Background: an optimization exercise with open tools, aiming at small area, a short achievable clock period and few clock cycles. Do not read the settings as production practice.
No functional check of the RTL was part of any run shown here.
Power figures rest on the tool's default switching activity, not on a simulated workload.

File: design/flow/design.v
package ppm_p6_pkg;
    localparam logic [2:0] KIND_PIXEL        = 3'd0;
    localparam logic [2:0] KIND_HEADER       = 3'd1;
    localparam logic [2:0] KIND_FORMAT_ERROR = 3'd2;
    localparam logic [2:0] KIND_SIZE_ERROR   = 3'd3;
    localparam logic [2:0] KIND_TRUNCATED    = 3'd4;
    localparam logic [2:0] KIND_DONE         = 3'd5;
    localparam logic [1:0] PH_SKIP   = 2'd0;
    localparam logic [1:0] PH_TOKEN  = 2'd1;
    localparam logic [1:0] PH_PIXELS = 2'd2;
    localparam logic [1:0] PH_FIN    = 2'd3;
    localparam logic [1:0] MAGIC_NONE = 2'd0;
    localparam logic [1:0] MAGIC_P    = 2'd1;
    localparam logic [1:0] MAGIC_P6   = 2'd2;
    localparam logic [1:0] MAGIC_BAD  = 2'd3;
    localparam logic [7:0] CHAR_P     = 8'h50;
    localparam logic [7:0] CHAR_SIX   = 8'h36;
    localparam logic [7:0] CHAR_HASH  = 8'h23;
    localparam logic [7:0] CHAR_NL    = 8'h0A;
    localparam logic [7:0] CHAR_MINUS = 8'h2D;
    localparam logic [7:0] CHAR_PLUS  = 8'h2B;
endpackage
import ppm_p6_pkg::*;
module ppm_p6_stream_decoder
(
    input  logic        clk,
    input  logic        rst_n,
    input  logic        in_valid,
    output logic        in_stall,
    input  logic [7:0]  in_byte,
    input  logic        in_eos,
    output logic        out_valid,
    input  logic        out_stall,
    output logic [2:0]  out_kind,
    output logic [7:0]  out_red,
    output logic [7:0]  out_green,
    output logic [7:0]  out_blue,
    output logic [15:0] out_column,
    output logic [15:0] out_row,
    output logic [15:0] out_width,
    output logic [15:0] out_height,
    output logic        out_last,
    input  logic        cfg_write,
    input  logic        cfg_index,
    input  logic [15:0] cfg_data
);
    logic [15:0] max_width_reg;
    logic [15:0] max_height_reg;
    always_ff @(posedge clk or negedge rst_n)
    begin
        if (!rst_n)
        begin
            max_width_reg  <= 16'hFFFF;
            max_height_reg <= 16'hFFFF;
        end
        else if (cfg_write)
        begin
            if (cfg_index)
                max_height_reg <= cfg_data;
            else
                max_width_reg  <= cfg_data;
        end
    end
    logic        ir_v;
    logic [7:0]  ir_b;
    logic        ir_eos;
    logic        ir_sep;        
    logic        ir_hash;
    logic        ir_digit;
    logic        ir_dh1;        
    logic        ir_p1;
    logic        ir_ns;         
    logic        ir_res;        
    logic        ir_pix;        
    logic        ir_wbad;       
    logic        ir_hbad;
    logic        stall_reg;
    logic [1:0]  phase_reg;
    logic [1:0]  tok_reg;
    logic        comment_reg;
    logic [1:0]  magic_reg;
    logic        ovf_reg;
    logic        digit_reg;
    logic        neg_reg;
    logic        stop_reg;
    logic [1:0]  m255_reg;      
    logic        m255_bad;      
    logic        fmt_bad_reg;
    logic        size_bad_reg;
    logic [15:0] width_reg;
    logic [15:0] height_reg;
    logic [1:0]  comp_reg;
    logic [7:0]  red_reg;
    logic [7:0]  green_reg;
    logic [15:0] col_reg;       
    logic [15:0] row_reg;
    logic        s_v;
    logic [2:0]  s_kind;
    logic        s_dbl;
    logic [23:0] s_rgb;
    logic        o_v;
    logic [2:0]  o_kind;
    logic        o_last;
    logic [23:0] o_rgb;
    logic [15:0] o_col;
    logic [15:0] o_row;
    logic [15:0] o_w;
    logic [15:0] o_h;
    logic [7:0]  c;
    logic        pen;
    logic        eos;
    logic        skip, tokp, pixp, fin;
    logic        t_char, t_first, t_close, t_sign;
    logic        c_start, c_end;
    logic        acc_digit, acc_clear;
    logic        hdr_close;
    logic        pix_out;
    logic        col_last, row_last;
    assign c    = ir_b;
    assign pen  = ir_v && !stall_reg;
    assign eos  = ir_eos;
    assign skip = (phase_reg == PH_SKIP);
    assign tokp = (phase_reg == PH_TOKEN);
    assign pixp = (phase_reg == PH_PIXELS);
    assign fin  = (phase_reg == PH_FIN);
    assign t_char    = !eos && !ir_sep && (tokp || (skip && !comment_reg));
    assign t_first   = t_char && skip;
    assign t_sign    = t_first && (c == CHAR_MINUS || c == CHAR_PLUS);
    assign t_close   = !eos && tokp && ir_sep;
    assign c_start   = !eos && skip && !comment_reg && ir_hash;
    assign c_end     = !eos && skip && comment_reg && (c == CHAR_NL);
    assign acc_digit = t_char && !t_sign && !stop_reg && ir_digit;
    assign acc_clear = eos || t_close;
    assign hdr_close = t_close && (tok_reg == 2'd3);
    assign pix_out   = !eos && pixp && (comp_reg == 2'd2);
    logic [15:0] acc_mul;
    logic        acc_big;
    logic        acc_s0, acc_k1;
    logic [13:0] acc_x, acc_y, acc_p, acc_g;
    logic [14:0] acc_g0, acc_p0, acc_g1, acc_p1, acc_g2, acc_p2, acc_g3, acc_p3, acc_g4;
    assign acc_s0 = col_reg[0] ^ ir_p1;
    assign acc_k1 = (col_reg[0] && ir_p1) || c[3];
    assign acc_x  = col_reg[14:1];
    assign acc_y  = {col_reg[12:0], ir_dh1};
    assign acc_p  = acc_x ^ acc_y;
    assign acc_g  = acc_x & acc_y;
    assign acc_g0 = {acc_g, acc_k1};
    assign acc_p0 = {acc_p, 1'b0};
    for (genvar i = 0; i < 15; i++)
    begin : g_acc_prefix
        if (i >= 1)
        begin : g_l1
            assign acc_g1[i] = acc_g0[i] | (acc_p0[i] & acc_g0[i-1]);
            assign acc_p1[i] = acc_p0[i] & acc_p0[i-1];
        end
        else
        begin : g_l1_pass
            assign acc_g1[i] = acc_g0[i];
            assign acc_p1[i] = acc_p0[i];
        end
        if (i >= 2)
        begin : g_l2
            assign acc_g2[i] = acc_g1[i] | (acc_p1[i] & acc_g1[i-2]);
            assign acc_p2[i] = acc_p1[i] & acc_p1[i-2];
        end
        else
        begin : g_l2_pass
            assign acc_g2[i] = acc_g1[i];
            assign acc_p2[i] = acc_p1[i];
        end
        if (i >= 4)
        begin : g_l3
            assign acc_g3[i] = acc_g2[i] | (acc_p2[i] & acc_g2[i-4]);
            assign acc_p3[i] = acc_p2[i] & acc_p2[i-4];
        end
        else
        begin : g_l3_pass
            assign acc_g3[i] = acc_g2[i];
            assign acc_p3[i] = acc_p2[i];
        end
        if (i >= 8)
        begin : g_l4
            assign acc_g4[i] = acc_g3[i] | (acc_p3[i] & acc_g3[i-8]);
        end
        else
        begin : g_l4_pass
            assign acc_g4[i] = acc_g3[i];
        end
    end
    assign acc_mul = {acc_p ^ acc_g4[13:0], acc_s0, c[0]};
    assign acc_big = (col_reg > 16'd6553) || (col_reg == 16'd6553 && c[3:0] > 4'd5);
    logic        hdr_fmt;
    logic        hdr_size;
    logic        hdr_good;
    assign hdr_fmt  = (magic_reg != MAGIC_P6) || fmt_bad_reg || neg_reg ||
                      m255_bad || (m255_reg != 2'd3);
    assign hdr_size = size_bad_reg || ir_wbad || ir_hbad;
    assign hdr_good = !hdr_fmt && !hdr_size;
    logic [2:0]  r_kind;
    logic        r_dbl;
    always_comb
    begin
        r_dbl = 1'b0;
        if (pixp && !eos)
        begin
            r_kind = KIND_PIXEL;
            r_dbl  = col_last && row_last;
        end
        else if (pixp)
            r_kind = KIND_TRUNCATED;
        else if (hdr_fmt || (tok_reg != 2'd3) || skip)
            r_kind = KIND_FORMAT_ERROR;
        else if (hdr_size)
            r_kind = KIND_SIZE_ERROR;
        else
        begin
            r_kind = KIND_HEADER;
            r_dbl  = eos;
        end
    end
    logic [1:0]  phase_n;
    logic [1:0]  tok_n;
    logic [1:0]  comp_n;
    always_comb
    begin
        phase_n = phase_reg;
        if (eos)
            phase_n = PH_SKIP;
        else if (t_char)
            phase_n = PH_TOKEN;
        else if (t_close)
            phase_n = (tok_reg != 2'd3) ? PH_SKIP : (hdr_good ? PH_PIXELS : PH_FIN);
        else if (pix_out && col_last && row_last)
            phase_n = PH_FIN;
        tok_n = tok_reg;
        if (eos)
            tok_n = 2'd0;
        else if (t_close && tok_reg != 2'd3)
            tok_n = tok_reg + 2'd1;
        comp_n = comp_reg;
        if (eos)
            comp_n = 2'd0;
        else if (hdr_close)
            comp_n = {1'b0, ir_hash};
        else if (pixp)
            comp_n = (comp_reg == 2'd2) ? 2'd0 : comp_reg + 2'd1;
    end
    logic        tokp_d;
    logic [1:0]  tok_d;
    logic        comp2_d;
    logic        in_sep, in_hash, in_digit;
    logic        ns_new, res_new, pix_new;
    assign tokp_d  = pen ? t_char || (tokp && !eos && !ir_sep) : tokp;
    assign tok_d   = pen ? tok_n : tok_reg;
    assign comp2_d = pen ? (pixp && !eos && comp_reg == 2'd1) : (comp_reg == 2'd2);
    assign in_hash = (in_byte == CHAR_HASH);
    assign in_sep  = (in_byte == 8'h20) || (in_byte >= 8'h09 && in_byte <= 8'h0D) || in_hash;
    assign in_digit = (in_byte[7:4] == 4'h3) && (in_byte[3:0] <= 4'd9);
    assign pix_new = !in_eos && comp2_d;
    assign ns_new  = in_eos || (tokp_d && in_sep) || comp2_d;
    assign res_new = pix_new || (!in_eos && tokp_d && in_sep && tok_d == 2'd3);
    logic        r_put;
    logic        take;
    logic        o_free;
    logic        o_en;
    logic        s_v_n;
    logic        o_v_n;
    logic        s_pix;
    logic        e_pix;
    logic        e_hdr;
    logic        adv;
    logic [2:0]  e_kind;
    logic        e_dbl;
    logic [23:0] e_rgb;
    assign r_put  = pen && (ir_res || (eos && !fin));
    assign take   = o_v && !out_stall;
    assign o_free = !o_v || (take && o_last);
    assign o_en   = !o_v || !out_stall;
    assign s_pix  = (s_kind == KIND_PIXEL);
    assign e_kind = s_v ? s_kind : r_kind;
    assign e_dbl  = s_v ? s_dbl  : r_dbl;
    assign e_rgb  = s_v ? s_rgb  : {red_reg, green_reg, c};
    assign e_pix  = s_v ? s_pix  : ir_pix;
    assign e_hdr  = s_v ? (s_kind == KIND_HEADER) : (tokp && tok_reg == 2'd3 && hdr_good);
    assign adv    = o_free && (s_v ? s_pix : (pen && ir_pix));
    assign s_v_n  = (s_v || r_put) && !o_free;
    assign o_v_n  = o_free ? (s_v || r_put) : 1'b1;
    logic in_fire;
    logic ir_v_n;
    logic ns_d;
    logic pix_d;
    assign in_fire = in_valid && !stall_reg;
    assign ir_v_n  = in_fire || (ir_v && !pen);
    assign ns_d    = in_fire ? ns_new : ir_ns;
    assign pix_d   = in_fire ? pix_new : ir_pix;
    always_ff @(posedge clk or negedge rst_n)
    begin
        if (!rst_n)
        begin
            ir_v      <= 1'b0;
            stall_reg <= 1'b0;
            s_v       <= 1'b0;
            o_v       <= 1'b0;
        end
        else
        begin
            ir_v      <= ir_v_n;
            stall_reg <= ir_v_n && ((ns_d && s_v_n) || (pix_d && s_v));
            s_v       <= s_v_n;
            o_v       <= o_v_n;
        end
    end
    always_ff @(posedge clk)
    begin
        if (!stall_reg)
        begin
            ir_b     <= in_byte;
            ir_eos   <= in_eos;
            ir_sep   <= in_sep;
            ir_hash  <= in_hash;
            ir_digit <= in_digit;
            ir_dh1   <= in_byte[2] | in_byte[3];
            ir_p1    <= in_byte[1] && !in_byte[3];
            ir_ns    <= ns_new;
            ir_res   <= res_new;
            ir_pix   <= pix_new;
            ir_wbad  <= (width_reg == 16'd0) || (width_reg > max_width_reg);
            ir_hbad  <= (height_reg == 16'd0) || (height_reg > max_height_reg);
        end
        if (r_put)
        begin
            s_kind <= r_kind;
            s_dbl  <= r_dbl;
            s_rgb  <= {red_reg, green_reg, c};
        end
        if (o_en)
        begin
            if (o_v && !o_last)
            begin
                o_kind <= (o_kind == KIND_PIXEL) ? KIND_DONE : KIND_TRUNCATED;
                o_last <= 1'b1;
                o_rgb  <= 24'd0;
                o_col  <= 16'd0;
                o_row  <= 16'd0;
                o_w    <= 16'd0;
                o_h    <= 16'd0;
            end
            else
            begin
                o_kind <= e_kind;
                o_last <= !e_dbl;
                o_rgb  <= e_pix ? e_rgb : 24'd0;
                o_col  <= e_pix ? col_reg : 16'd0;
                o_row  <= e_pix ? row_reg : 16'd0;
                o_w    <= e_hdr ? width_reg  : 16'd0;
                o_h    <= e_hdr ? height_reg : 16'd0;
            end
        end
    end
    always_ff @(posedge clk or negedge rst_n)
    begin
        if (!rst_n)
        begin
            phase_reg    <= PH_SKIP;
            tok_reg      <= 2'd0;
            comment_reg  <= 1'b0;
            magic_reg    <= MAGIC_NONE;
            col_reg      <= 16'd0;
            ovf_reg      <= 1'b0;
            digit_reg    <= 1'b0;
            neg_reg      <= 1'b0;
            stop_reg     <= 1'b0;
            m255_reg     <= 2'd0;
            m255_bad     <= 1'b0;
            fmt_bad_reg  <= 1'b0;
            size_bad_reg <= 1'b0;
            comp_reg     <= 2'd0;
        end
        else
        begin
            if (pen)
            begin
                phase_reg <= phase_n;
                tok_reg   <= tok_n;
                comp_reg  <= comp_n;
                if (eos)
                    comment_reg <= 1'b0;
                else if (c_start)
                    comment_reg <= 1'b1;
                else if (c_end)
                    comment_reg <= 1'b0;
                else if (t_close && tok_reg != 2'd3)
                    comment_reg <= ir_hash;
                if (eos)
                    magic_reg <= MAGIC_NONE;
                else if (t_char && tok_reg == 2'd0)
                    magic_reg <= t_first ? ((c == CHAR_P) ? MAGIC_P : MAGIC_BAD)
                                         : ((magic_reg == MAGIC_P && c == CHAR_SIX) ? MAGIC_P6 : MAGIC_BAD);
                if (acc_clear)
                begin
                    m255_reg <= 2'd0;
                    m255_bad <= 1'b0;
                end
                else if (acc_digit)
                begin
                    if (m255_reg == 2'd0 && c[3:0] == 4'd2)
                        m255_reg <= 2'd1;
                    else if ((m255_reg == 2'd1 || m255_reg == 2'd2) && c[3:0] == 4'd5)
                        m255_reg <= m255_reg + 2'd1;
                    else if (m255_reg != 2'd0 || c[3:0] != 4'd0)
                        m255_bad <= 1'b1;
                end
                if (acc_clear)
                begin
                    ovf_reg   <= 1'b0;
                    digit_reg <= 1'b0;
                    neg_reg   <= 1'b0;
                    stop_reg  <= 1'b0;
                end
                else if (t_char)
                begin
                    if (acc_digit)
                    begin
                        ovf_reg   <= ovf_reg || acc_big;
                        digit_reg <= 1'b1;
                    end
                    if (t_first && c == CHAR_MINUS)
                        neg_reg <= 1'b1;
                    if (!t_sign && !ir_digit)
                        stop_reg <= 1'b1;
                end
                if (eos)
                begin
                    fmt_bad_reg  <= 1'b0;
                    size_bad_reg <= 1'b0;
                end
                else if (t_close && (tok_reg == 2'd1 || tok_reg == 2'd2))
                begin
                    if (!digit_reg)
                        fmt_bad_reg <= 1'b1;
                    if (neg_reg || ovf_reg)
                        size_bad_reg <= 1'b1;
                end
            end
            if (pen && acc_clear)
                col_reg <= 16'd0;
            else if (pen && acc_digit)
                col_reg <= acc_mul;
            else if (adv)
                col_reg <= col_last ? 16'd0 : col_reg + 16'd1;
        end
    end
    always_ff @(posedge clk)
    begin
        if (pen && t_close && tok_reg == 2'd1)
            width_reg <= col_reg;
        if (pen && t_close && tok_reg == 2'd2)
            height_reg <= col_reg;
        if (pen && ((pixp && comp_reg == 2'd0) || (hdr_close && ir_hash)))
            red_reg <= c;
        if (pen && pixp && comp_reg == 2'd1)
            green_reg <= c;
        col_last <= (col_reg + 16'd1 == width_reg);
        row_last <= (row_reg + 16'd1 == height_reg);
        if (pen && hdr_close)
            row_reg <= 16'd0;
        else if (adv && col_last)
            row_reg <= row_reg + 16'd1;
    end
    assign in_stall   = stall_reg;
    assign out_valid  = o_v;
    assign out_kind   = o_kind;
    assign out_red    = o_rgb[23:16];
    assign out_green  = o_rgb[15:8];
    assign out_blue   = o_rgb[7:0];
    assign out_column = o_col;
    assign out_row    = o_row;
    assign out_width  = o_w;
    assign out_height = o_h;
    assign out_last   = o_last;
endmodule
module ppm_p6_top
(
    input  logic        clk,
    input  logic        rst_n,
    input  logic        in_valid,
    output logic        in_stall,
    input  logic [7:0]  in_byte,
    input  logic        in_eos,
    output logic        out_valid,
    input  logic        out_stall,
    output logic [2:0]  out_kind,
    output logic [7:0]  out_red,
    output logic [7:0]  out_green,
    output logic [7:0]  out_blue,
    output logic [15:0] out_column,
    output logic [15:0] out_row,
    output logic [15:0] out_width,
    output logic [15:0] out_height,
    output logic        out_last,
    input  logic        cfg_write,
    input  logic        cfg_index,
    input  logic [15:0] cfg_data
);
    ppm_p6_stream_decoder u_dec (
        .clk        (clk),
        .rst_n      (rst_n),
        .in_valid   (in_valid),
        .in_stall   (in_stall),
        .in_byte    (in_byte),
        .in_eos     (in_eos),
        .out_valid  (out_valid),
        .out_stall  (out_stall),
        .out_kind   (out_kind),
        .out_red    (out_red),
        .out_green  (out_green),
        .out_blue   (out_blue),
        .out_column (out_column),
        .out_row    (out_row),
        .out_width  (out_width),
        .out_height (out_height),
        .out_last   (out_last),
        .cfg_write  (cfg_write),
        .cfg_index  (cfg_index),
        .cfg_data   (cfg_data)
    );
endmodule
File: design/flow/run.sh
#!/bin/bash
# synth_recipe.tcl (not shown) runs the flow's synth.tcl, then flattens the netlist and writes it again
# the make line also repeats each setting of config.mk as NAME=value (left out here)
make -C /OpenROAD-flow-scripts/flow DESIGN_CONFIG=/design/flow/config.mk WORK_HOME=/design/flow/orfs CLKGATE_MAP_FILE= SYNTH_SCRIPT=/design/flow/synth_recipe.tcl finish
File: design/flow/config.mk
export PLATFORM = sky130hd
export DESIGN_NAME = ppm_p6_top
export DESIGN_NICKNAME = ppm_p6_top
export VERILOG_FILES = /design/flow/design.v
export SDC_FILE = /design/flow/constraint.sdc
export NUM_CORES = 4
export LEC_CHECK = 0
export CAP_MARGIN = 20
export CORE_MARGIN = 2
export CORE_UTILIZATION = 40
export CTS_BUF_LIST = sky130_fd_sc_hd__clkbuf_8
export PLACE_DENSITY = 0.6
export SETUP_SLACK_MARGIN = 2.8
export SLEW_MARGIN = 20
File: design/flow/constraint.sdc
create_clock -name core_clock -period 5.0 [get_ports {clk}]
set_input_delay 1.0000 -clock core_clock [delete_from_list [all_inputs] [get_ports {clk}]]
set_output_delay 1.0000 -clock core_clock [all_outputs]
set_load 0.01 [all_outputs]
==> metrics.csv, run 1 <==
metric;value;unit
status;no timing/DRC/antenna violations;
Yosys top cell area share;40.4;%
final core utilization;49.8;%
Ant. Diodes;0;
CP startpoint;u_dec.ir_p1;
initial antenna violation count;0;
sequential element share of the synthesized area;55.8;%
worst path buffer plus inverter count;0;
setup_tns;0;ns
Hold Buf Count CTS;0;
hpwl dp;24600;µm
Num CTS Buffers;47;
Placed Area;15500;µm²
die height;190;µm
WL per Instance;20.1;µm
WS Path Type;register to register;
Die Wd;190;µm
largest net degree at the start of global routing;58;
Sink Count;275;
Area Growth Syn to Fin;23.2;%
CP peak stage delay;0.47;ns
Pre-antenna DRT Iters;5;
Req. time, crit path;5.46;ns
CTS max path bufs;3;
period utilisation layout;45.8;%
Critical Path Fanout Max;3;
Async S/R FF share, synth;25.5;%
gr usage total;20.7;%
total power;6780;µW
slew margin rel.;45.2;%
Hold Vio Cnt, Final;0;
layout cells sized above 1;28.8;%
Synth area leaders;edfxtp_1 40%, dfrtp_1 6.8%, dfstp_2 6.0%;
Worst Hold Launch;u_dec.red_reg[6];
HP Class;register to register;
# DRC;0;
Setup Viol. Count Final;0;
H-tree levels;2;
Synth Register Bits;275;
startpoint types;register;
crit path capture type;register;
Post-Syn Area;13900;µm²
vias in the first global route;9963;
Avg Cell Area, Syn;11.4;µm²
Die Area;36300;µm²
Largest regs;u_dec.o_rgb x24, u_dec.s_rgb x24;
cell row count;68;
root buffer cell;clkbuf_8;
worst clock skew;0.0224;ns
Hold WS;0.452;ns
RSZ-0062 raised after global routing;yes;
# IOs;125;
antenna-violating nets left;0;
total grt overflow;0;
Netlist cell types;87;
Pins Over Slew Limit;0;
Post-Syn Instances;1221;
Synth Net Count;1309;
clk slew on worst S/H paths;0.06;ns
delay-heaviest family, CP;compound AO/OA/AOI/OAI gates;
worst path cell trace;ha_4 > nor2_4 > fa_2 > nor2b_2 > o31a_1 > o21a_1 > o41ai_2 > xor2_1 > o22ai_1;
peak supply drop;161;µV
design area;17100;µm²
synth cell count leaders;187 x edfxtp_1, 114 x nor2_1, 81 x nand2_1;
YS warnings;1;
GPL Wtd Cong;0.871;
cell with the most instances after synthesis;edfxtp_1;
arrival time at the worst endpoint;2.75;ns
Starting Density;40.5;%
routed vias;10300;
reg2reg start;u_dec.ir_p1;
Filler cells;3152;
Max Clock Freq;437;MHz
first-pass GRT wire length;57800;µm
PortBufs;124;
via-per-instance ratio;5.43;
TritonCTS clock tree;built;
static leakage;0.00675;µW
slowest stage cell, crit path;edfxtp_1;
Post-synth top flop;edfxtp_1;
PD cells;396;nW/µm²
Core Box Area;34400;µm²
Final #Nets;1495;
Routed WL;38100;µm
number of flops mapped to enable cells by yosys;187;
post-layout minimum cycle time;2.29;ns
Worst-Margin Slew;0.822;ns
area leader, netlist;edfxtp_1;
Skew-Pair Late Insertion Delay;0.60;ns
drt initial violations;742;
Max Cap Viol;0;
## placed cells by master (no fill, tap or decap), types with 12 or more instances in the layout
| cell type | instances |
|---|---|
| nor4_1 | 12 |
| nor3_1 | 34 |
| o21ai_0 | 45 |
| edfxtp_1 | 187 |
| mux2i_1 | 26 |
| a211oi_1 | 14 |
| dfrtp_2 | 12 |
| xnor2_1 | 34 |
| and2_1 | 60 |
| inv_1 | 69 |
| dfrtp_1 | 20 |
| nor2b_1 | 14 |
| dfstp_2 | 32 |
| nand3_1 | 23 |
| clkdlybuf4s50_1 | 24 |
| nor2_1 | 104 |
| mux2_2 | 21 |
| nand2_1 | 79 |
| xor2_1 | 26 |
| ha_1 | 46 |
| clkbuf_8 | 54 |
| buf_4 | 61 |
| buf_2 | 90 |
| a21oi_1 | 52 |
| nand4_1 | 23 |
## area by class of cell
cell class	count	area [µm²]	share of cell area [%]
clock buffers	54	743	4.34
clock inverters	34	180	1.05
inverters	52	195	1.14
multi-input cells	839	6260	36.5
flip-flops and latches	275	7830	45.7
well taps	455	569	3.32
repair buffers	192	1360	7.93
## what timing repair did
item | 4_1_cts | 5_1_grt
hold endpoints to repair | 0 | 0
pin swaps | 25 | 24
resized for setup | 454 | 80
setup endpoints to repair | 296 | 151
setup buffers | 39 | 20
cloned | 4 | 0
## through the flow
stage          setup slack (ns)  std cells
2_1_floorplan              2.81       1221
3_3_place_gp               1.70       1750
3_5_place_dp               1.64       1750
4_1_cts                    2.66       1881
5_1_grt                    2.59       1901
6_report                   2.71       1901
## power breakdown
part           total, µW  switching (µW)  internal, µW  leakage, µW
sequential          3150             290          2860      0.00286
combinational       1650             935           713      0.00335
clock               1990             943          1050     0.000540
## per-layer routing
metal	global-route usage [%]	wire length [µm]	share of wire, %	vias to the layer above
met5	0	0	0	-
met4	6.62	981	2.6	0
met3	3.85	2180	5.7	76
met2	32.6	17500	46	331
met1	28.8	17500	46	5062
li1	-	-	-	4854
## worst paths after layout
kind / depth (start not counted) / end / slack (ns)
worst max-delay path: 9 / u_dec.col_reg[9] / 2.71
worst min-delay path: 0 / u_dec.s_rgb[22] / 0.45
worst max register to register: 9 / u_dec.col_reg[9] / 2.71
worst min register to register: 0 / u_dec.s_rgb[22] / 0.45
max in group asynchronous: 2 / u_dec.col_reg[10] / 3.43
min in group asynchronous: 1 / u_dec.max_width_reg[10] / 0.84
## worst reg2reg max path, stage by stage (launching register included)
cell and delay, ns:
edfxtp_1 0.47, ha_4 0.21, nor2_4 0.12, fa_2 0.22, nor2b_2 0.05, o31a_1 0.32
o21a_1 0.23, o41ai_2 0.24, xor2_1 0.22, o22ai_1 0.10
## cell families (layout without fill, tap and decap cells)
logic type      after synthesis  after routing  synth area share [%]
simple gates                455            458                  17.8
flops                       275            275                  55.8
compound gates              213            214                  9.80
buf+inv                     111            332                  3.78
xor+xnor                     63             63                  4.07
fa+ha+maj                    57             57                  5.18
mux                          47             47                  3.57
==> inputs of run 2 (changes only) <==
--- a/design/flow/config.mk
+++ b/design/flow/config.mk
@@ -9,6 +9,6 @@
 export CORE_MARGIN = 2
 export CORE_UTILIZATION = 40
 export CTS_BUF_LIST = sky130_fd_sc_hd__clkbuf_8
-export PLACE_DENSITY = 0.6
+export PLACE_DENSITY = 0.5
 export SETUP_SLACK_MARGIN = 2.8
 export SLEW_MARGIN = 20
==> metrics.csv, run 2 <==
metric;value;unit;change
status;no timing/DRC/antenna violations;;
Async S/R FF share, synth;25.5;%;unchanged
slew margin rel.;40.8;%;-4.4 points
GPL Wtd Cong;0.866;;-0.64%
cell row count;68;;unchanged
Largest regs;u_dec.o_rgb x24, u_dec.s_rgb x24;;
initial antenna violation count;0;;unchanged
commonest cells after routing, fill and taps aside;187 x edfxtp_1, 108 x nor2_1, 99 x buf_4;;
RSZ-0062 raised after global routing;yes;;
Sink Count;275;;unchanged
worst clock skew;0.0325;ns;+0.0101 ns
gr usage total;21.9;%;+1.2 points
P_int;4630;µW;+0.21%
delay-heaviest family, CP;compound AO/OA/AOI/OAI gates;;
largest net degree at the start of global routing;51;;-12%
Hold Vio Cnt, Final;0;;unchanged
Die Wd;190;µm;unchanged
most common cell after layout, fill and taps aside;edfxtp_1;;
Max Clock Freq;427;MHz;-2.1%
Area Growth Syn to Fin;25.1;%;
Yosys top cell area share;40.4;%;unchanged
Pins Over Slew Limit;0;;unchanged
Skew-Pair Late Insertion Delay;0.58;ns;-0.02 ns
setup_tns;0;ns;unchanged
arrival time at the worst endpoint;2.78;ns;+0.03 ns
Worst R2R Setup Slack;2.66;ns;-0.05 ns
Worst-Margin Slew;0.886;ns;+0.0644 ns
Switching Fraction;32.1;%;+0.18 points
drt initial violations;677;;-8.8%
Starting Density;40.5;%;unchanged
CP peak stage delay;0.44;ns;-0.03 ns
WL per Instance;20.8;µm;+3.9%
HP Class;input pin to async pin;;
PortBufs;124;;unchanged
TritonCTS clock tree;built;;
layout cells sized above 1;30.7;%;+1.9 points
Num CTS Buffers;47;;unchanged
Hold Buf Count CTS;0;;unchanged
Psw;2190;µW;+1.0%
met1 usage;31.8;%;+3.0 points
Hold WS;0.442;ns;-0.00990 ns
Core Box Area;34400;µm²;unchanged
# IOs;125;;unchanged
peak supply drop;184;µV;+14%
via-per-instance ratio;5.40;;-0.54%
vias in the first global route;10200;;+2.4%
Final #Nets;1540;;+3.0%
H-tree levels;2;;unchanged
startpoint types;register;;
WS Path Type;register to register;;
routed vias;10500;;+1.8%
Die Area;36300;µm²;unchanged
total grt overflow;0;;unchanged
area leader, netlist;edfxtp_1;;
Seq pwr share;45.6;%;-0.8 points
Pre-antenna DRT Iters;5;;unchanged
YS warnings;1;;unchanged
cell with the most instances after synthesis;edfxtp_1;;
Logic pwr share;25.8;%;+1.5 points
period utilisation layout;46.8;%;+1.0 points
Critical Path Fanout Max;3;;unchanged
sequential element share of the synthesized area;55.8;%;unchanged
Max Cap Viol;0;;unchanged
antenna-violating nets left;0;;unchanged
Synth Net Count;1309;;unchanged
slowest stage cell, crit path;edfxtp_1;;
number of flops mapped to enable cells by yosys;187;;unchanged
PD cells;392;nW/µm²;-1.1%
Post-synth top flop;edfxtp_1;;
clk slew on worst S/H paths;0.06;ns;about the same
Clock power frac;28.6;%;-0.7 points
# DRC;0;;unchanged
hpwl dp;26000;µm;+5.6%
Avg Cell Area, Syn;11.4;µm²;unchanged
Synth area leaders;edfxtp_1 40%, dfrtp_1 6.8%, dfstp_2 6.0%;;
Post-Syn Area;13900;µm²;unchanged
final core utilization;50.6;%;+0.76 points
CTS max path bufs;3;;unchanged
crit path capture type;register;;
root buffer cell;clkbuf_8;;
M3 GR Usage;3.44;%;-0.40 points
Synth Register Bits;275;;unchanged
worst path cell trace;ha_2 > nor2_2 > fa_2 > nor2b_2 > o31a_1 > o21a_1 > o41ai_2 > xor2_1 > o22ai_1;;
synth cell count leaders;187 x edfxtp_1, 114 x nor2_1, 81 x nand2_1;;
met2 Track Usage GR;33.7;%;+1.0 points
Ant. Diodes;0;;unchanged
die height;190;µm;unchanged
Setup Viol. Count Final;0;;unchanged
GR peak layer;met2;;
Req. time, crit path;5.44;ns;-0.02 ns
Filler cells;3140;;-0.38%
Netlist cell types;87;;unchanged
Post-Syn Instances;1221;;unchanged
static leakage;0.00691;µW;+2.4%
post-layout minimum cycle time;2.34;ns;+0.0501 ns
first-pass GRT wire length;60800;µm;+5.1%
Routed WL;40600;µm;+6.4%
worst path buffer plus inverter count;0;;unchanged
run 2: cell counts after synthesis:
Identical to the previous run, type by type.
run 2: kinds of logic (layout without fill, tap and decap cells):
family / count (synthesis) / in the layout / synth area share [%]
and+or+nand+nor: 455 / 457 / 17.8
DFF: 275 / 275 / 55.8
AOI/OAI and AO/OA: 213 / 215 / 9.80
buffers and inverters: 111 / 377 / 3.78
xor gates and xnor gates: 63 / 63 / 4.07
adders and majority gates: 57 / 57 / 5.18
muxes: 47 / 47 / 3.57
run 2: path summary, 6_finish.rpt:
| check | from | to | cells after the start |
|---|---|---|---|
| hold reg to reg | u_dec.green_reg[0] | u_dec.s_rgb[8] | 0 |
| setup / recovery | u_dec.ir_p1 | u_dec.col_reg[9] | 9 |
| setup reg to reg | u_dec.ir_p1 | u_dec.col_reg[9] | 9 |
| hold / removal | rst_n | u_dec.col_reg[1] | 1 |
| min in group core_clock | u_dec.green_reg[0] | u_dec.s_rgb[8] | 0 |
| max in group asynchronous | rst_n | u_dec.col_reg[8] | 2 |
run 2: repair_timing:
| action | in CTS | in global routing |
|---|---|---|
| setup buffers | 61 | 39 |
| resized for setup | 403 | 93 |
| setup endpoints to repair | 243 | 126 |
| cloned | 2 | 3 |
| pin swaps | 18 | 30 |
run 2: metrics by stage:
step / setup slack (ns) / std cells / instance area [µm²] / power (µW)
floorplan: 2.81 / 1221 / 13900 / 4040
global placement: 1.61 / 1753 / 15500 / 4710
detailed placement: 1.54 / 1753 / 15500 / 4730
CTS: 2.70 / 1904 / 17000 / 6760
global route: 2.60 / 1946 / 17400 / 7160
finish: 2.66 / 1946 / 17400 / 6820
run 2: power groups by stage:
stage / clock network [µW] / logic [µW] / registers, µW
4_1_cts: 2000 / 1640 / 3130
3_5_place_dp: 0 / 1510 / 3220
3_3_place_gp: 0 / 1500 / 3220
6_report: 1950 / 1760 / 3110
5_1_grt: 2090 / 1920 / 3140
2_1_floorplan: 0 / 915 / 3120
run 2: area by class of cell:
| cell class | count | area [µm²] | share of cell area, % |
|---|---|---|---|
| inverter | 52 | 201 | 1.16 |
| clock buffer | 51 | 702 | 4.03 |
| sequential | 275 | 7830 | 45.0 |
| multi-input combinational | 839 | 6160 | 35.4 |
| timing repair buffer | 237 | 1740 | 9.99 |
| clock inverter | 37 | 196 | 1.13 |
| tap | 455 | 569 | 3.27 |
run 2: layer usage:
metal  part of all wire [%]  up-vias  wire length (µm)
li1                       -     4961                 -
met1                     47     5158             19100
met2                     45      338             18400
met3                    5.6       53              2260
met4                    2.1        0               851
met5                      0        -                 0

==> re-timing with driven ports <==
How much do the figures lean on ideal ports? The routed layouts below were timed once more, with nothing changed but the port constraints.
Step 1, drivers: a clkbuf_16 drives clk and a buf_2 each remaining input, both assumed.
Step 2 times the ports against the registers' clock, not the clock port: input delays grow and output delays shrink by t, the midpoint of the rising clock arrivals with the driver on.
a / b / c = ideal / step 1 / step 2; a / b = the first two.
run | t (ns) | setup WS [ns] | pins driven straight from the clock port
run 1 | 0.630 | 2.710 / 2.710 / 2.234 | 1
run 2 | 0.613 | 2.659 / 2.659 / 2.225 | 1
After both steps setup and hold are still met in every run listed. The setup slack of run 1, which loses most, moves by 0.000 ns with the drivers and by -0.476 ns with both steps.
